What follows belongs to an exercise in optimizing a design on an open flow for small area and a short achievable clock period; a production flow would make more cautious choices.
Where RTL was checked, it was by simulation tests only, not by an equivalence proof against the original.

== build 60 ==
// fft16
module fft16 (
	input logic clk,
	input logic reset,
	input fft_pkg::sample_t realin,
	input fft_pkg::sample_t imagin,
	input logic startin,
	output fft_pkg::sample_t realout,
	output fft_pkg::sample_t imagout,
	output logic startout
);
For scale: roughly 1900 flip-flops, about 79000 µm² of cells after synthesis.
==> flow/config.mk <==
export PLATFORM = sky130hd
export DESIGN_NAME = fft16
export DESIGN_NICKNAME = fft16
export VERILOG_FILES = /design/flow/design.v
export SDC_FILE = /design/flow/constraint.sdc
export NUM_CORES = 4
export LEC_CHECK = 0
export CAP_MARGIN = 20
export CORE_MARGIN = 2
export CORE_UTILIZATION = 72
export CTS_CLUSTER_DIAMETER = 100
export CTS_CLUSTER_SIZE = 30
export SLEW_MARGIN = 20
export TNS_END_PERCENT = 30
==> flow/constraint.sdc <==
create_clock -name core_clock -period 11.0 [get_ports {clk}]
set_input_delay 2.2000 -clock core_clock [delete_from_list [all_inputs] [get_ports {clk}]]
set_output_delay 2.2000 -clock core_clock [all_outputs]
set_load 0.01 [all_outputs]
standard.sh (not shown) runs the stock make flow with config.mk's settings and CLKGATE_MAP_FILE= SYNTH_SCRIPT=/design/flow/synth_recipe.tcl, a recipe that flattens the netlist after the stock synthesis.
==> flow/flow/run.sh <==
#!/bin/bash
# Standard layout, with timing repair aiming for more setup slack than the
# clock period needs. Each step's output also goes to orfs/logs.
set -euo pipefail
MARGIN=$(cat flow/margin.txt)
bash standard.sh synth > synth.log 2>&1
bash standard.sh SETUP_SLACK_MARGIN="$MARGIN" finish > layout.log 2>&1
==> flow/flow/margin.txt <==
7.7
Build 60 completed; timing, DRC and antenna clean
## Diff of input files: build 78 against build 60
Settings: removing TNS_END_PERCENT (formerly 30); changing CTS_CLUSTER_DIAMETER from 100 to 150.
- [compare] base=build 60 new=build 78: area growth from synthesis to layout went up by 0.18 points; post-DP HPWL went down by about 0.55%; final cell count was more or less identical.
- Across both runs, minimum setup slack after placement was higher for build 78 than for build 60.
- The final reports for build 78 and build 60 show count of clock-buffer cells in the layout higher in the former.
- The wire length of build 78 is lower than that of build 60.
- Share of post-route cells with drive strength above 1 (higher): build 78
For build 83, these inputs were changed with respect to build 78:
Settings: CORE_UTILIZATION now 65, was 72; CTS_CLUSTER_DIAMETER now 100, was 150.
Notes after the runs:
Build 83 against build 78: setup slack of the most critical reg-to-reg path +0.06 ns; clock-buffer cell count climbed 2; peak per-stage delay on the critical path held steady. CTS buffer count was lower in build 78 than in build 83.
Changes in build 94 relative to build 83:
Settings: swapping 65 for 72 in CORE_UTILIZATION; putting CTS_BUF_LIST at sky130_fd_sc_hd__clkbuf_4 sky130_fd_sc_hd__clkbuf_8 sky130_fd_sc_hd__clkbuf_16 where nothing was set.
Going from build 83 to build 94, routed wire length shows an increase of 3100 µm, setup slack higher, die area lower, clock-cell share of area stayed essentially flat, fraction of area in multi-input gates stayed essentially flat. Timing, DRC, antenna: 0 failures across build 94 and build 83. Diff build 83 -> build 94: number of CTS-inserted buffers lost 4.0%, global-route usage picked up an extra 3.2 points, register cell area after layout neither gained nor lost much. Growth of design area from synthesis to finish: build 94 vs build 83 down 0.47 points.

========
run 1:
Starting RTL as in the previous note.
// fft16
module fft16 (
	input logic clk,
	input logic reset,
	input fft_pkg::sample_t realin,
	input fft_pkg::sample_t imagin,
	input logic startin,
	output fft_pkg::sample_t realout,
	output fft_pkg::sample_t imagout,
	output logic startout
);
export LEC_CHECK = 0
export CAP_MARGIN = 20
export CORE_MARGIN = 2
export CORE_UTILIZATION = 72
export CTS_CLUSTER_DIAMETER = 100
export CTS_CLUSTER_SIZE = 30
export SLEW_MARGIN = 20
create_clock -name core_clock -period 11.0 [get_ports {clk}]
==> flow/flow/margin.txt <==
7.65
Scripts as last shown in full above: flow/flow/run.sh
diff inputs: run 1 => run 2
- changing CORE_UTILIZATION from 72 to 55
==> flow/flow/margin.txt <==
7.7
--- outcome ---
- Run 2: done, clean on timing, DRC and antenna
- [compare] base=run 1 new=run 2: worst hold slack down 0.0045 ns; post-route worst setup slack went down by 0.039 ns; layout overhead on the synthesized area higher; wire length after detailed routing essentially unchanged.
## Diff of input files: run 3 against run 2
- GPL_ROUTABILITY_DRIVEN: unset -> 0
- CORE_UTILIZATION: 55 -> 72
## What came out
- Every run in the comparison, run 3 and run 2, completed the flow with a clean layout.
- Of run 3 and run 2, run 3 shows the lower design area, with run 2 above it.
- Length in cells of the worst reg-to-reg path ended up 2 higher on run 3 than on run 2.
- For the share of the core filled with cells, run 3 came in 17 points higher than run 2 did.
- In the flow results for run 3 and run 2, the number of DRC violations after detailed-routing iteration 0 is smaller on run 2.
- Compared with run 2, run 3 shows a routed length on met1 that is 8.5% lower.

========
fft16 again, from the RTL that the note above started with.
Settings: LEC_CHECK=0, CAP_MARGIN=20, CORE_MARGIN=2, CORE_UTILIZATION=65, CTS_CLUSTER_DIAMETER=100, CTS_CLUSTER_SIZE=30, SLEW_MARGIN=20; clock period 11.0 ns.
==> flow/flow/margin.txt <==
7.9
Scripts as last shown in full above: flow/flow/run.sh
The first run finished clean.
Change:
==> flow/flow/margin.txt (replaced) <==
7.7
- CORE_UTILIZATION: 65 -> 80
Worst setup slack gets worse by 34 ps.
Via count went up by about 6%.
Sequential share of layout area went up by 0.77 points.
Critical path depth stays the same.
Hold slack gets better by 9.1 ps.
Global-route usage went up by 8.5 points.
Count of clock-buffer cells in the layout went down by 3.
Synthesized area does not change.
Change:
==> flow/flow/margin.txt (replaced) <==
7.75
- CORE_UTILIZATION: 80 -> 72
Effect:
- The new run went through all stages and came out clean
- sequential share of layout area barely changes
- count of clock-buffer cells in the layout climbs by 1
- first-iteration DRC count drops by a quarter to a third
- design area barely changes
- register-to-register slack gains 60 ps
Change:
==> flow/flow/margin.txt (replaced) <==
7.7
- CORE_UTILIZATION: 72 -> 60
- CTS_CLUSTER_DIAMETER: 100 -> 150
- CTS_CLUSTER_SIZE: 30 -> 25
- PLACE_DENSITY: default -> 0.75
The new run produced a clean layout. Wire length shrinks by a few percent. Count of clock-buffer cells in the layout grows by 10. Register-to-register slack barely changes. Final cell count grows by a few percent.
Change:
- CORE_UTILIZATION: 60 -> 72
- CTS_CLUSTER_DIAMETER: 150 -> 100
- CTS_CLUSTER_SIZE: 25 -> 30
- PLACE_DENSITY: 0.75 -> default
- TNS_END_PERCENT: default -> 60
Critical path depth grows by 13.
Area after synthesis stays the same.
Setup slack got worse by 7.1 ps.
Final area shrinks by about 0.8%.
Non-clock buffer count shrinks by 3.
Change:
- PLACE_DENSITY: default -> 0.85
- TNS_END_PERCENT: 60 -> default
=> Wire length came out higher by a few percent; clock skew climbs by 7.3 ps; fmax is about the same; worst hold slack hardly moves; first-iteration DRC count is higher by about a fifth; synthesized area is unchanged; worst setup slack gets better by 9.6 ps; utilization went up by 0.14 points; global-route usage went up by 0.61 points; critical path depth decreases by 13.

========
fft16 again, from the RTL that the note above started with.
==> flow/config.mk <==
export PLATFORM = sky130hd
export DESIGN_NAME = fft16
export DESIGN_NICKNAME = fft16
export VERILOG_FILES = /design/flow/design.v
export SDC_FILE = /design/flow/constraint.sdc
export NUM_CORES = 4
export LEC_CHECK = 0
export CAP_MARGIN = 20
export CORE_MARGIN = 2
export CORE_UTILIZATION = 72
export CTS_CLUSTER_DIAMETER = 100
export CTS_CLUSTER_SIZE = 30
export SETUP_SLACK_MARGIN = 5
export SLEW_MARGIN = 20
==> flow/constraint.sdc <==
create_clock -name core_clock -period 11.0 [get_ports {clk}]
set_input_delay 2.2000 -clock core_clock [delete_from_list [all_inputs] [get_ports {clk}]]
set_output_delay 2.2000 -clock core_clock [all_outputs]
set_load 0.01 [all_outputs]
run.sh (not shown) runs the stock make flow with config.mk's settings and CLKGATE_MAP_FILE= SYNTH_SCRIPT=/design/flow/synth_recipe.tcl, a recipe that flattens the netlist after the stock synthesis.
Stock flow here: none of the scripts above is used.
==> next run, changes <==
==> flow/flow/run.sh (new file) <==
#!/bin/bash
# Standard layout, with timing repair aiming for more setup slack than the
# clock period needs. Each step's output also goes to orfs/logs.
set -euo pipefail
MARGIN=$(cat flow/margin.txt)
bash standard.sh synth > synth.log 2>&1
bash standard.sh SETUP_SLACK_MARGIN="$MARGIN" finish > layout.log 2>&1
==> flow/flow/margin.txt (new file) <==
7.7
==> flow/standard.sh (new file) <==
#!/bin/bash
# synth_recipe.tcl (not shown) runs the flow's synth.tcl, then flattens the netlist and writes it again
# the make line also repeats each setting of config.mk as NAME=value (left out here)
make -C /OpenROAD-flow-scripts/flow DESIGN_CONFIG=/design/flow/config.mk WORK_HOME=/design/flow/orfs CLKGATE_MAP_FILE= SYNTH_SCRIPT=/design/flow/synth_recipe.tcl "${@:-finish}"
--- a/flow/config.mk
+++ b/flow/config.mk
@@ -12,3 +12,2 @@
 export CTS_CLUSTER_SIZE = 30
-export SETUP_SLACK_MARGIN = 5
 export SLEW_MARGIN = 20
removed: flow/run.sh
After rerunning: The new run finished with timing, DRC and antenna clean. Global-route usage rises by 0.65 points. Worst setup slack gets better by 540 ps.

========
## job 6450
Another version of the RTL of fft16 (not shown whole).
Size: ~7100 cells after synthesis, ~1900 flip-flops, roughly 84 I/O pins, about 80000 sq um of cells after synthesis.
clock: 11.0 ns
lec_check: 0
cap_margin: 20
core_margin: 2
core_utilization: 40
slew_margin: 20
standard.sh (not shown) runs the stock make flow with config.mk's settings and CLKGATE_MAP_FILE= SYNTH_SCRIPT=/design/flow/synth_recipe.tcl, a recipe that flattens the netlist after the stock synthesis.
==> flow/flow/run.sh <==
#!/bin/bash
# Standard layout, with timing repair aiming for more setup slack than the
# clock period needs. Each step's output also goes to orfs/logs.
set -euo pipefail
MARGIN=$(cat flow/margin.txt)
bash standard.sh synth > synth.log 2>&1
bash standard.sh SETUP_SLACK_MARGIN="$MARGIN" finish > layout.log 2>&1
==> flow/flow/margin.txt <==
7.3
diff inputs: job 6450 => job 2089
==> flow/run.sh (new file) <==
#!/bin/bash
# synth_recipe.tcl (not shown) runs the flow's synth.tcl, then flattens the netlist and writes it again
# the make line also repeats each setting of config.mk as NAME=value (left out here)
make -C /OpenROAD-flow-scripts/flow DESIGN_CONFIG=/design/flow/config.mk WORK_HOME=/design/flow/orfs CLKGATE_MAP_FILE= SYNTH_SCRIPT=/design/flow/synth_recipe.tcl finish
removed: flow/flow/run.sh
removed: flow/flow/margin.txt
removed: flow/standard.sh
## What came out
Summary of job 2089 over job 6450: total routed wire length on the met1 layer decreased about 0.7%; xor and xnor fraction of the mapped netlist area now sits at about the same level. Job 2089 reports its path type of the worst setup path as reg -> reg while job 6450 reports reg -> out. Job 6450 vs job 2089, capturing element of the worst setup path: imagout[11] vs u_s1.out_im[15]$_DFF_P_. Summary of job 2089 over job 6450: number of clock sinks neither gained nor lost much, non-clock buffer count lost 19. Re proportion of register bits with asynchronous set or reset after synthesis: no difference whatsoever between job 6450 and job 2089.
Function was not checked in any run of this note: the RTL went through the layout flow alone.

==> what the ideal ports hide <==
The flow's constraints put no driver on any port. The routed layouts listed below were extracted and timed again, unchanged, in two steps.
Step 1: set_driving_cell puts a clkbuf_16 on clk and a buf_2 on each other input, an assumption about the parent block.
Step 2 adds t to the input delays and takes it off the output delays; t is the mean of the earliest and latest rising clock arrival at the registers after step 1. Input paths then give back, and output paths get back, about the clock's delay inside the block.
Three values: no drivers, after step 1, after step 2; two values: the first two.
run	t (ns)	setup WS [ns]	worst hold slack (ns)	clock arrival spread, ns	cell pins on the clock port's net
build 60	0.769	7.609 / 7.554 / 6.998	0.325 / 0.325 / 0.325	0.028 / 0.028	1
build 78	0.764	7.644 / 7.573 / 7.439	0.322 / 0.322 / 0.322	0.026 / 0.026	1
build 83	0.762	7.634 / 7.555 / 7.444	0.326 / 0.326 / 0.326	0.031 / 0.031	1
build 94	0.756	7.646 / 7.574 / 7.461	0.323 / 0.323 / 0.323	0.023 / 0.023	1
run 1	0.765	7.628 / 7.558 / 7.377	0.319 / 0.319 / 0.319	0.030 / 0.030	1
run 2	0.772	7.588 / 7.518 / 7.427	0.315 / 0.315 / 0.315	0.056 / 0.056	1
run 3	0.764	7.620 / 7.548 / 7.366	0.308 / 0.308 / 0.308	0.045 / 0.045	1
the first run of note 3	0.766	7.654 / 7.577 / 7.322	0.315 / 0.315 / 0.315	0.042 / 0.042	1
the second run of note 3	0.772	7.620 / 7.544 / 7.358	0.324 / 0.324 / 0.324	0.036 / 0.036	1
the third run of note 3	0.782	7.633 / 7.558 / 7.407	0.305 / 0.305 / 0.305	0.043 / 0.043	1
the fourth run of note 3	0.778	7.618 / 7.548 / 7.217	0.313 / 0.313 / 0.313	0.046 / 0.045	1
the fifth run of note 3	0.766	7.611 / 7.555 / 7.384	0.321 / 0.321 / 0.321	0.031 / 0.031	1
the sixth run of note 3	0.763	7.621 / 7.552 / 7.187	0.321 / 0.321 / 0.321	0.044 / 0.044	1
the first run of note 4	0.777	7.111 / 7.108 / 7.026	0.301 / 0.301 / 0.301	0.047 / 0.046	1
the second run of note 4	0.756	7.647 / 7.575 / 7.440	0.321 / 0.321 / 0.321	0.027 / 0.027	1
job 6450	0.897	7.387 / 7.305 / 7.371	0.301 / 0.301 / 0.301	0.048 / 0.048	1
job 2089	0.898	6.493 / 6.493 / 6.493	0.303 / 0.303 / 0.303	0.048 / 0.048	1
After both steps every run listed still meets setup and hold. For build 60, which loses most, drivers alone change the setup slack by -0.055 ns; drivers and shift together by -0.611 ns. The worst setup slack also covers recovery checks on asynchronous resets.
